This is an optimization exercise on Yosys and OpenROAD, whose aim is a short achievable clock period and few clock cycles, not a production implementation. The RTL was checked by simulation tests, not by an equivalence proof against the original design. The clock port is modelled as an ideal driver; clocking choices that lean on that would not hold on a real chip. Power figures rest on the tool's default switching activity, not on a simulated workload.

## alpha
Design l2_tlb_tag_lookup, start of the top module:
module l2_tlb_tag_lookup #(
    parameter  int SETS  = 16,
    parameter  int VPN_W = 31,
    localparam int IW    = $clog2(SETS)
) (
    input  logic             clk,
    input  logic             reset_n,
    input  logic             req_valid,
    output logic             req_ready,
    input  logic [VPN_W-1:0] req_vpn,
    input  logic             req_passthrough,
    input  logic             flush,
    output logic             resp_valid,
    output logic [4:0]       resp_hitsVec,
    output logic             resp_miss,
    output logic [IW-1:0]    resp_idx,
    output logic [3:0]       resp_valid_way,
    output logic             ptw_req_valid,
    input  logic             ptw_req_ready,
    output logic [VPN_W-1:0] ptw_req_vpn,
    input  logic             ptw_resp_valid,
    input  logic             ptw_resp_error,
    output logic             refill_valid,
    output logic [1:0]       refill_way,
    output logic [IW-1:0]    refill_idx
);
Size: roughly 1,900 flip-flops, ~94 I/O pins, roughly 85,000 um2 of cells after synthesis.
export LEC_CHECK = 0
export CAP_MARGIN = 20
export CORE_MARGIN = 8
export CORE_UTILIZATION = 55
export SETUP_SLACK_MARGIN = 3.0
export SLEW_MARGIN = 20
export SYNTH_HIERARCHICAL = 1
export SYNTH_MINIMUM_KEEP_SIZE = 0
export TNS_END_PERCENT = 100
create_clock -name core_clock -period 5.5 [get_ports {clk}]
standard.sh (not shown) runs the stock make flow with config.mk's settings and CLKGATE_MAP_FILE= SYNTH_SCRIPT=/design/flow/synth_recipe.tcl, a recipe that flattens the netlist after the stock synthesis.
==> flow/flow/run.sh <==
#!/bin/bash
# Layout flow: the standard ORFS flow (standard.sh, with the standard
# synthesis unchanged) plus two ORFS step hooks:
#   flow/io.tcl       before pin placement: keeps the ports of the short
#                     port-to-port control paths next to each other;
#   flow/post_cts.tcl after CTS: upsizes the port buffers and the gates
#                     that drive output buffers, then repairs setup again.
# Each tool's output is in synth.log / layout.log here and in orfs/logs/.
set -euo pipefail
here=$(pwd)
export PRE_IO_PLACEMENT_TCL=$here/flow/io.tcl
export POST_CTS_TCL=$here/flow/post_cts.tcl
bash standard.sh synth > synth.log 2>&1
bash standard.sh finish > layout.log 2>&1
Other scripts of this flow, unchanged in this note and not shown: flow/flow/io.tcl, flow/flow/post_cts.tcl
alpha closes out successfully: all stages finished, all timing, DRC and antenna checks passed.
Testbench counts of alpha, summed over its fixed seeds: cycles 58,847.
Edits applied to the flow inputs when going from alpha to beta:
-- flow/design.v --
<<< alpha, line 83
    logic [1:0]       rr_q;
    logic             busy_q;     
    logic             busy_rdy_q;   
    logic             preq_q;     
    logic             wait_q;     
>>> beta, line 83
    logic [1:0]       rr_q;
    logic             busy_q;     
    logic             preq_q;     
    logic             wait_q;     
<<< alpha, line 106
    logic             acc_fl;
    logic             nkeep_busy, nkeep_preq, nkeep_miss;
    logic             busy_d, busy_rdy_d, preq_d, resp_miss_d;
    logic [1:0]       vict_s  [SETS];
    logic [3:0]       vict1h  [SETS];
>>> beta, line 105
    logic             acc_fl;
    logic             nkeep_busy, nkeep_preq, nkeep_miss;
    logic             busy_d, preq_d, resp_miss_d;
    logic [1:0]       vict_s  [SETS];
    logic [3:0]       vict1h  [SETS];
<<< alpha, line 154
    assign nkeep_miss = !acc_fl;
    l2_tlb_o21ai u_d_busy (.a1(any_raw), .a2(nacc_nopt), .b1(nkeep_busy), .y(busy_d));
    l2_tlb_o21ai u_d_brdy (.a1(any_raw), .a2(nacc_nopt), .b1(nkeep_busy), .y(busy_rdy_d));
    l2_tlb_o21ai u_d_preq (.a1(any_raw), .a2(nacc_nopt), .b1(nkeep_preq), .y(preq_d));
    l2_tlb_o21ai u_d_miss (.a1(any_raw), .a2(nacc_nopt), .b1(nkeep_miss), .y(resp_miss_d));
    l2_tlb_nor2  u_rdy   (.a(busy_rdy_q), .b(flush), .y(req_ready));
    l2_tlb_nand2 u_rv_n  (.a(armw_q), .b(ptw_resp_valid), .y(nrv));
    l2_tlb_nor3  u_rv    (.a(nrv), .b(ptw_resp_error), .c(flush), .y(refill_valid));
>>> beta, line 153
    assign nkeep_miss = !acc_fl;
    l2_tlb_o21ai u_d_busy (.a1(any_raw), .a2(nacc_nopt), .b1(nkeep_busy), .y(busy_d));
    l2_tlb_o21ai u_d_preq (.a1(any_raw), .a2(nacc_nopt), .b1(nkeep_preq), .y(preq_d));
    l2_tlb_o21ai u_d_miss (.a1(any_raw), .a2(nacc_nopt), .b1(nkeep_miss), .y(resp_miss_d));
    l2_tlb_nor2  u_rdy   (.a(busy_q), .b(flush), .y(req_ready));
    l2_tlb_nand2 u_rv_n  (.a(armw_q), .b(ptw_resp_valid), .y(nrv));
    l2_tlb_nor3  u_rv    (.a(nrv), .b(ptw_resp_error), .c(flush), .y(refill_valid));
<<< alpha, line 189
        if (!reset_n) begin
            busy_q         <= 1'b0;
            busy_rdy_q     <= 1'b0;
            preq_q         <= 1'b0;
            wait_q         <= 1'b0;
>>> beta, line 187
        if (!reset_n) begin
            busy_q         <= 1'b0;
            preq_q         <= 1'b0;
            wait_q         <= 1'b0;
<<< alpha, line 212
                refill_way  <= victim_way;
            end
            armw_q <= (hs || (wait_q && !ptw_resp_valid)) && !drop_q && !flush;
            if (accept) allv_q <= set_allv;
            if (accept)
>>> beta, line 209
                refill_way  <= victim_way;
            end
            if (hs)                           armw_q <= !(drop_q || flush);
            else if (flush || ptw_resp_valid) armw_q <= 1'b0;
            if (accept) allv_q <= set_allv;
            if (accept)
<<< alpha, line 218
                    for (int w = 0; w < 4; w++)
                        wen_q[s][w] <= dec[s] && vict1h[s][w];
            busy_q     <= busy_d;
            busy_rdy_q <= busy_rdy_d;
            preq_q <= preq_d;
            drop_q <= (preq_q || wait_q) && (drop_q || flush);
>>> beta, line 216
                    for (int w = 0; w < 4; w++)
                        wen_q[s][w] <= dec[s] && vict1h[s][w];
            busy_q <= busy_d;
            preq_q <= preq_d;
            drop_q <= (preq_q || wait_q) && (drop_q || flush);
Final cell count, alpha and beta: larger value in alpha. Comparing the two runs side by side, beta comes out behind alpha on worst slew margin relative to its limit. Per the comparison of beta with alpha, clock buffer count in the final layout grew by 20; multi-input combinational cell count essentially unchanged. Sort alpha and beta by total power of the final layout, descending, and alpha comes first. [compare] base=alpha new=beta: area inside the core boundary ~0 delta, fraction of met3 tracks used by global routing now sits lower.
Testbench counts of beta, summed over its fixed seeds: cycles 58,847.

## re-timing with driven ports
No port has a modelled driver above. Below, the same layouts with a new extraction and two added sets of constraints.
Step 1, drivers: a clkbuf_16 drives clk and a buf_2 each remaining input, both assumed.
Step 2 also shifts input and output timing later by t, the mid clock arrival at the registers, as if the neighbouring blocks saw the same clock.
Slacks: no drivers / after step 1 / after step 2; pairs: no drivers / after step 1.
run	t (ns)	setup WS [ns]	clock arrival spread, ns
alpha	0.882	2.851 / 2.563 / 1.681	0.028 / 0.028
beta	0.905	2.880 / 2.725 / 1.820	0.035 / 0.035
After both steps every run listed still meets setup and hold. The setup slack of alpha, which loses most, moves by -0.288 ns with the drivers and by -1.170 ns with both steps.
